From an optimization exercise on the open Yosys and OpenROAD flow, aimed at small area, a short achievable clock period and few clock cycles per item; shortcuts taken in it are not production practice.
Function was checked by simulation only, so behaviour that the tests miss may differ from the original.

==> umber: inputs <==
==> flow/design.v <==
package sha1_pkg;
  localparam int unsigned NumChain  = 5;
  localparam int unsigned NumSched  = 16;
  localparam int unsigned NumRounds = 80;
  localparam int unsigned CountW    = 61;
  localparam logic [NumChain*32-1:0] Iv = {
    32'hc3d2e1f0, 32'h10325476, 32'h98badcfe, 32'hefcdab89, 32'h67452301
  };
  localparam logic [7:0] PadByte = 8'h80;
  typedef enum logic [1:0] {
    PH_CH  = 2'd0,
    PH_PAR = 2'd1,
    PH_MAJ = 2'd2,
    PH_PAR2 = 2'd3
  } sha1_phase_e;
  function automatic logic [31:0] sha1_k(sha1_phase_e ph);
    logic [31:0] k;
    case (ph)
      2'd0:    k = 32'h5a827999;
      2'd1:    k = 32'h6ed9eba1;
      2'd2:    k = 32'h8f1bbcdc;
      default: k = 32'hca62c1d6;
    endcase
    sha1_k = k;
  endfunction
  typedef struct packed {
    logic take_byte;   
    logic pad_push;    
    logic fill_push;   
    logic fill_len;    
    logic load_vars;   
    logic round;       
    logic add_chain;   
    logic emit_next;   
    logic finish;      
  } sha1_cmd_t;
  typedef struct packed {
    logic blk_end;     
    logic len_fits;    
    logic widx_last;   
    logic round_last;
    logic word_last;
  } sha1_stat_t;
endpackage
module sha1_message_digest (
  input  logic        clk_i,
  input  logic        rst_ni,
  input  logic        in_valid_i,
  output logic        in_ready_o,
  input  logic [7:0]  data_byte_i,
  input  logic        byte_present_i,
  input  logic        last_i,
  output logic        out_valid_o,
  input  logic        out_ready_i,
  output logic [31:0] digest_word_o,
  output logic [2:0]  word_index_o,
  output logic        last_word_o
);
  localparam logic [1:0] S_IN   = 2'd0;   
  localparam logic [1:0] S_PAD  = 2'd1;   
  localparam logic [1:0] S_FILL = 2'd2;   
  function automatic logic [31:0] rotl(logic [31:0] x, int unsigned n);
    rotl = (x << n) | (x >> (32 - n));
  endfunction
  function automatic logic [31:0] iv(int unsigned i);
    iv = sha1_pkg::Iv[32*i +: 32];
  endfunction
  logic [31:0] w_q [16];           
  logic [31:0] a_q, b_q, c_q, d_q, e_q;
  logic [31:0] h_q [5];
  logic [31:0] pre_q;              
  logic [1:0]  fph_q;              
  logic        pv_q;               
  logic [6:0]  pt_q;               
  logic        wfull_q;            
  logic [60:0] cnt_q;              
  logic [1:0]  st_q;
  logic        len_ok_q;           
  logic        fin_q;              
  logic        first_q;            
  logic        init_q;             
  logic        out_q;              
  logic [2:0]  oidx_q;
  logic pt_lo, pt_15, pt_end, push_ok, in_acc, take, pad_do, fill_do, can_pre, chain_do;
  logic [1:0] pos;
  logic [3:0] fidx;
  assign pos     = cnt_q[1:0];
  assign pt_lo   = (pt_q[6:4] == 3'd0);
  assign pt_15   = (pt_q == 7'd15);
  assign pt_end  = (pt_q == 7'd80);
  assign push_ok = (pt_lo && !(pt_15 && wfull_q)) || (pt_end && !wfull_q);
  assign in_ready_o = (st_q == S_IN) && ((pos != 2'd0) || push_ok);
  assign in_acc     = in_valid_i && in_ready_o;
  assign take       = in_acc && byte_present_i;
  assign pad_do     = (st_q == S_PAD) && ((pos != 2'd0) || push_ok);
  assign fill_do    = (st_q == S_FILL) && push_ok;
  assign fidx       = pt_end ? 4'd0 : (pt_q[3:0] + {3'd0, wfull_q});
  assign can_pre  = pt_lo ? wfull_q : !pt_end;
  assign chain_do = pt_end && !pv_q && !(first_q && out_q);
  logic        lane_wr, push;
  logic [7:0]  lane_byte;
  logic [31:0] w_new, push_word, fill_word;
  assign w_new     = rotl(w_q[13] ^ w_q[8] ^ w_q[2] ^ w_q[0], 1);
  assign lane_byte = take ? data_byte_i : sha1_pkg::PadByte;
  assign lane_wr   = (take || pad_do);
  assign fill_word = !len_ok_q        ? 32'd0 :
                     (fidx == 4'd14)  ? cnt_q[60:29] :
                     (fidx == 4'd15)  ? {cnt_q[28:0], 3'b000} : 32'd0;
  always_comb begin
    push      = 1'b0;
    push_word = w_new;
    if (lane_wr && pos == 2'd0) begin
      push      = 1'b1;
      push_word = {lane_byte, 24'd0};
    end else if (fill_do) begin
      push      = 1'b1;
      push_word = fill_word;
    end else if (can_pre && !pt_lo) begin
      push      = 1'b1;
    end
  end
  always_ff @(posedge clk_i) begin
    if (push) begin
      for (int i = 0; i < 15; i++) w_q[i] <= w_q[i+1];
      w_q[15] <= push_word;
    end else if (lane_wr) begin
      case (pos)
        2'd1:    w_q[15][23:16] <= lane_byte;
        2'd2:    w_q[15][15:8]  <= lane_byte;
        default: w_q[15][7:0]   <= lane_byte;
      endcase
    end
  end
  logic [1:0]  ph;
  logic [31:0] k, w_sel, e_next;
  always_comb begin
    if (pt_q < 7'd20)      ph = 2'd0;
    else if (pt_q < 7'd40) ph = 2'd1;
    else if (pt_q < 7'd60) ph = 2'd2;
    else                   ph = 2'd3;
    case (ph)
      2'd0:    k = 32'h5a827999;
      2'd1:    k = 32'h6ed9eba1;
      2'd2:    k = 32'h8f1bbcdc;
      default: k = 32'hca62c1d6;
    endcase
  end
  assign w_sel  = pt_lo ? w_q[15] : w_new;
  assign e_next = pv_q ? d_q : e_q;
  always_ff @(posedge clk_i) begin
    if (can_pre) begin
      pre_q <= e_next + k + w_sel;
      fph_q <= ph;
    end
  end
  logic [31:0] f, t;
  logic [31:0] sum [5];
  always_comb begin
    case (fph_q)
      2'd0:    f = (b_q & c_q) | (~b_q & d_q);
      2'd2:    f = (b_q & c_q) | (b_q & d_q) | (c_q & d_q);
      default: f = b_q ^ c_q ^ d_q;
    endcase
  end
  assign t = rotl(a_q, 5) + f + pre_q;
  assign sum[0] = (first_q ? iv(0) : h_q[0]) + a_q;
  assign sum[1] = (first_q ? iv(1) : h_q[1]) + b_q;
  assign sum[2] = (first_q ? iv(2) : h_q[2]) + c_q;
  assign sum[3] = (first_q ? iv(3) : h_q[3]) + d_q;
  assign sum[4] = (first_q ? iv(4) : h_q[4]) + e_q;
  always_ff @(posedge clk_i) begin
    if (pv_q) begin
      a_q <= t;
      b_q <= a_q;
      c_q <= rotl(b_q, 30);
      d_q <= c_q;
      e_q <= d_q;
    end else if (chain_do) begin
      if (init_q || fin_q) begin
        a_q <= iv(0); b_q <= iv(1); c_q <= iv(2); d_q <= iv(3); e_q <= iv(4);
      end else begin
        a_q <= sum[0]; b_q <= sum[1]; c_q <= sum[2]; d_q <= sum[3]; e_q <= sum[4];
      end
    end
    if (chain_do) begin
      for (int i = 0; i < 5; i++) h_q[i] <= sum[i];
    end
  end
  always_ff @(posedge clk_i or negedge rst_ni) begin
    if (!rst_ni) begin
      pv_q     <= 1'b0;
      pt_q     <= 7'd80;
      wfull_q  <= 1'b0;
      cnt_q    <= '0;
      st_q     <= S_IN;
      len_ok_q <= 1'b0;
      fin_q    <= 1'b0;
      first_q  <= 1'b1;
      init_q   <= 1'b1;
      out_q    <= 1'b0;
      oidx_q   <= 3'd0;
    end else begin
      pv_q <= can_pre;
      if (can_pre) begin
        pt_q <= pt_q + 7'd1;
      end else if (chain_do) begin
        pt_q <= 7'd0;
      end
      if ((take && pos == 2'd3) || pad_do || fill_do) begin
        wfull_q <= 1'b1;
      end else if (pt_lo && wfull_q) begin
        wfull_q <= 1'b0;
      end
      if (take) begin
        cnt_q <= cnt_q + 61'd1;
      end
      case (st_q)
        S_IN: begin
          if (in_acc && last_i) st_q <= S_PAD;
        end
        S_PAD: begin
          if (pad_do) begin
            len_ok_q <= (cnt_q[5:2] != 4'd14);
            st_q     <= S_FILL;
          end
        end
        default: begin
          if (fill_do && fidx == 4'd15) begin
            if (len_ok_q) begin
              fin_q    <= 1'b1;
              cnt_q    <= '0;
              len_ok_q <= 1'b0;
              st_q     <= S_IN;
            end else begin
              len_ok_q <= 1'b1;
            end
          end
        end
      endcase
      if (chain_do) begin
        init_q  <= 1'b0;
        first_q <= fin_q || init_q;
        if (fin_q) begin
          fin_q <= 1'b0;
          out_q <= 1'b1;
        end
      end
      if (out_q && out_ready_i) begin
        if (oidx_q == 3'd4) begin
          out_q  <= 1'b0;
          oidx_q <= 3'd0;
        end else begin
          oidx_q <= oidx_q + 3'd1;
        end
      end
    end
  end
  always_comb begin
    case (oidx_q)
      3'd0:    digest_word_o = h_q[0];
      3'd1:    digest_word_o = h_q[1];
      3'd2:    digest_word_o = h_q[2];
      3'd3:    digest_word_o = h_q[3];
      default: digest_word_o = h_q[4];
    endcase
  end
  assign out_valid_o  = out_q;
  assign word_index_o = oidx_q;
  assign last_word_o  = (oidx_q == 3'd4);
endmodule
==> flow/run.sh <==
#!/bin/bash
# synth_recipe.tcl (not shown) runs the flow's synth.tcl, then flattens the netlist and writes it again
# the make line also repeats each setting of config.mk as NAME=value (left out here)
make -C /OpenROAD-flow-scripts/flow DESIGN_CONFIG=/design/flow/config.mk WORK_HOME=/design/flow/orfs CLKGATE_MAP_FILE= SYNTH_SCRIPT=/design/flow/synth_recipe.tcl finish
==> flow/config.mk <==
export PLATFORM = sky130hd
export DESIGN_NAME = sha1_message_digest
export DESIGN_NICKNAME = sha1_message_digest
export VERILOG_FILES = /design/flow/design.v
export SDC_FILE = /design/flow/constraint.sdc
export NUM_CORES = 4
export LEC_CHECK = 0
export CAP_MARGIN = 20
export CORE_MARGIN = 2
export CORE_UTILIZATION = 40
export SLEW_MARGIN = 20
==> flow/constraint.sdc <==
create_clock -name core_clock -period 8.0 [get_ports {clk_i}]
set_input_delay 1.6000 -clock core_clock [delete_from_list [all_inputs] [get_ports {clk_i}]]
set_output_delay 1.6000 -clock core_clock [all_outputs]
set_load 0.01 [all_outputs]
==> juniper: changes against umber <==
--- a/flow/design.v
+++ b/flow/design.v
@@ -81,6 +81,9 @@
   logic        init_q;             
   logic        out_q;              
   logic [2:0]  oidx_q;
+  logic        last_q;             
+  logic        rv_q, sv_q;
+  logic [9:0]  rb_q, sb_q;         
   logic pt_lo, pt_15, pt_end, push_ok, in_acc, take, pad_do, fill_do, can_pre, chain_do;
   logic [1:0] pos;
   logic [3:0] fidx;
@@ -89,9 +92,21 @@
   assign pt_15   = (pt_q == 7'd15);
   assign pt_end  = (pt_q == 7'd80);
   assign push_ok = (pt_lo && !(pt_15 && wfull_q)) || (pt_end && !wfull_q);
-  assign in_ready_o = (st_q == S_IN) && ((pos != 2'd0) || push_ok);
-  assign in_acc     = in_valid_i && in_ready_o;
-  assign take       = in_acc && byte_present_i;
+  logic       r_last, r_pres, r_free, acc;
+  logic [7:0] r_byte;
+  assign {r_last, r_pres, r_byte} = rb_q;
+  assign in_acc     = rv_q && (st_q == S_IN) && (!r_pres || (pos != 2'd0) || push_ok);
+  assign take       = in_acc && r_pres;
+  assign r_free     = !rv_q || in_acc;
+  assign in_ready_o = !sv_q;
+  assign acc        = in_valid_i && !sv_q;
+  always_ff @(posedge clk_i) begin
+    if (r_free) begin
+      rb_q <= sv_q ? sb_q : {last_i, byte_present_i, data_byte_i};
+    end else if (acc) begin
+      sb_q <= {last_i, byte_present_i, data_byte_i};
+    end
+  end
   assign pad_do     = (st_q == S_PAD) && ((pos != 2'd0) || push_ok);
   assign fill_do    = (st_q == S_FILL) && push_ok;
   assign fidx       = pt_end ? 4'd0 : (pt_q[3:0] + {3'd0, wfull_q});
@@ -101,7 +116,7 @@
   logic [7:0]  lane_byte;
   logic [31:0] w_new, push_word, fill_word;
   assign w_new     = rotl(w_q[13] ^ w_q[8] ^ w_q[2] ^ w_q[0], 1);
-  assign lane_byte = take ? data_byte_i : sha1_pkg::PadByte;
+  assign lane_byte = take ? r_byte : sha1_pkg::PadByte;
   assign lane_wr   = (take || pad_do);
   assign fill_word = !len_ok_q        ? 32'd0 :
                      (fidx == 4'd14)  ? cnt_q[60:29] :
@@ -148,10 +163,8 @@
   assign w_sel  = pt_lo ? w_q[15] : w_new;
   assign e_next = pv_q ? d_q : e_q;
   always_ff @(posedge clk_i) begin
-    if (can_pre) begin
-      pre_q <= e_next + k + w_sel;
-      fph_q <= ph;
-    end
+    pre_q <= e_next + k + w_sel;
+    fph_q <= ph;
   end
   logic [31:0] f, t;
   logic [31:0] sum [5];
@@ -184,6 +197,9 @@
     end
     if (chain_do) begin
       for (int i = 0; i < 5; i++) h_q[i] <= sum[i];
+    end else if (out_q && out_ready_i) begin
+      for (int i = 0; i < 4; i++) h_q[i] <= h_q[i+1];
+      h_q[4] <= h_q[0];
     end
   end
   always_ff @(posedge clk_i or negedge rst_ni) begin
@@ -199,7 +215,16 @@
       init_q   <= 1'b1;
       out_q    <= 1'b0;
       oidx_q   <= 3'd0;
+      last_q   <= 1'b0;
+      rv_q     <= 1'b0;
+      sv_q     <= 1'b0;
     end else begin
+      if (r_free) begin
+        rv_q <= sv_q || acc;
+        sv_q <= 1'b0;
+      end else if (acc) begin
+        sv_q <= 1'b1;
+      end
       pv_q <= can_pre;
       if (can_pre) begin
         pt_q <= pt_q + 7'd1;
@@ -216,7 +241,7 @@
       end
       case (st_q)
         S_IN: begin
-          if (in_acc && last_i) st_q <= S_PAD;
+          if (in_acc && r_last) st_q <= S_PAD;
         end
         S_PAD: begin
           if (pad_do) begin
@@ -246,25 +271,19 @@
         end
       end
       if (out_q && out_ready_i) begin
-        if (oidx_q == 3'd4) begin
+        if (last_q) begin
           out_q  <= 1'b0;
           oidx_q <= 3'd0;
+          last_q <= 1'b0;
         end else begin
           oidx_q <= oidx_q + 3'd1;
-        end
-      end
-    end
-  end
-  always_comb begin
-    case (oidx_q)
-      3'd0:    digest_word_o = h_q[0];
-      3'd1:    digest_word_o = h_q[1];
-      3'd2:    digest_word_o = h_q[2];
-      3'd3:    digest_word_o = h_q[3];
-      default: digest_word_o = h_q[4];
-    endcase
-  end
+          last_q <= (oidx_q == 3'd3);
+        end
+      end
+    end
+  end
+  assign digest_word_o = h_q[0];
   assign out_valid_o  = out_q;
   assign word_index_o = oidx_q;
-  assign last_word_o  = (oidx_q == 3'd4);
+  assign last_word_o  = last_q;
 endmodule
--- a/flow/config.mk
+++ b/flow/config.mk
@@ -5,7 +5,9 @@
 export SDC_FILE = /design/flow/constraint.sdc
 export NUM_CORES = 4
 export LEC_CHECK = 0
+export ABC_CLOCK_PERIOD_IN_PS = 3000
 export CAP_MARGIN = 20
 export CORE_MARGIN = 2
 export CORE_UTILIZATION = 40
+export SETUP_SLACK_MARGIN = 5
 export SLEW_MARGIN = 20
==> comparison <==
Against umber, the sequential cell count of juniper is higher by 23.
In umber the sequential share of layout area is higher than in juniper, by 11 points.
Against juniper, the final cell count of umber is lower by about 18%.
Of umber and juniper, juniper has the higher global-route usage (gap 4.4 points).
umber passed the timing, design-rule and antenna checks. juniper went through all stages and came out clean.
Against umber, the via count of juniper is larger by 25%.
Testbench counts of umber, summed over its fixed seeds: cycles 104,485, bytes 46,322.
Testbench counts of juniper, summed over its fixed seeds: cycles 104,478, bytes 46,322.

## re-timing with driven ports
The results above use ideal ports. As a check the final layouts listed here were re-extracted and re-timed, cells and wires unchanged.
Step 1, drivers: a clkbuf_16 drives clk_i and a buf_2 each remaining input, both assumed.
Step 2 adds t to the input delays and takes it off the output delays; t is the mean of the earliest and latest rising clock arrival at the registers after step 1. Input paths then give back, and output paths get back, about the clock's delay inside the block.
a / b / c = ideal / step 1 / step 2; a / b = the first two.
run | t, ns | setup slack, ns | worst setup path after step 2 | slew at the worst register clock pin (ns) | cell pins on the clock port's net
umber | 0.756 | 1.846 / 1.776 / 2.093 | register to register | 0.07 / 0.07 | 1
juniper | 0.812 | 3.730 / 3.730 / 3.730 | register to register | 0.07 / 0.07 | 1
After both steps every run listed still meets setup and hold.
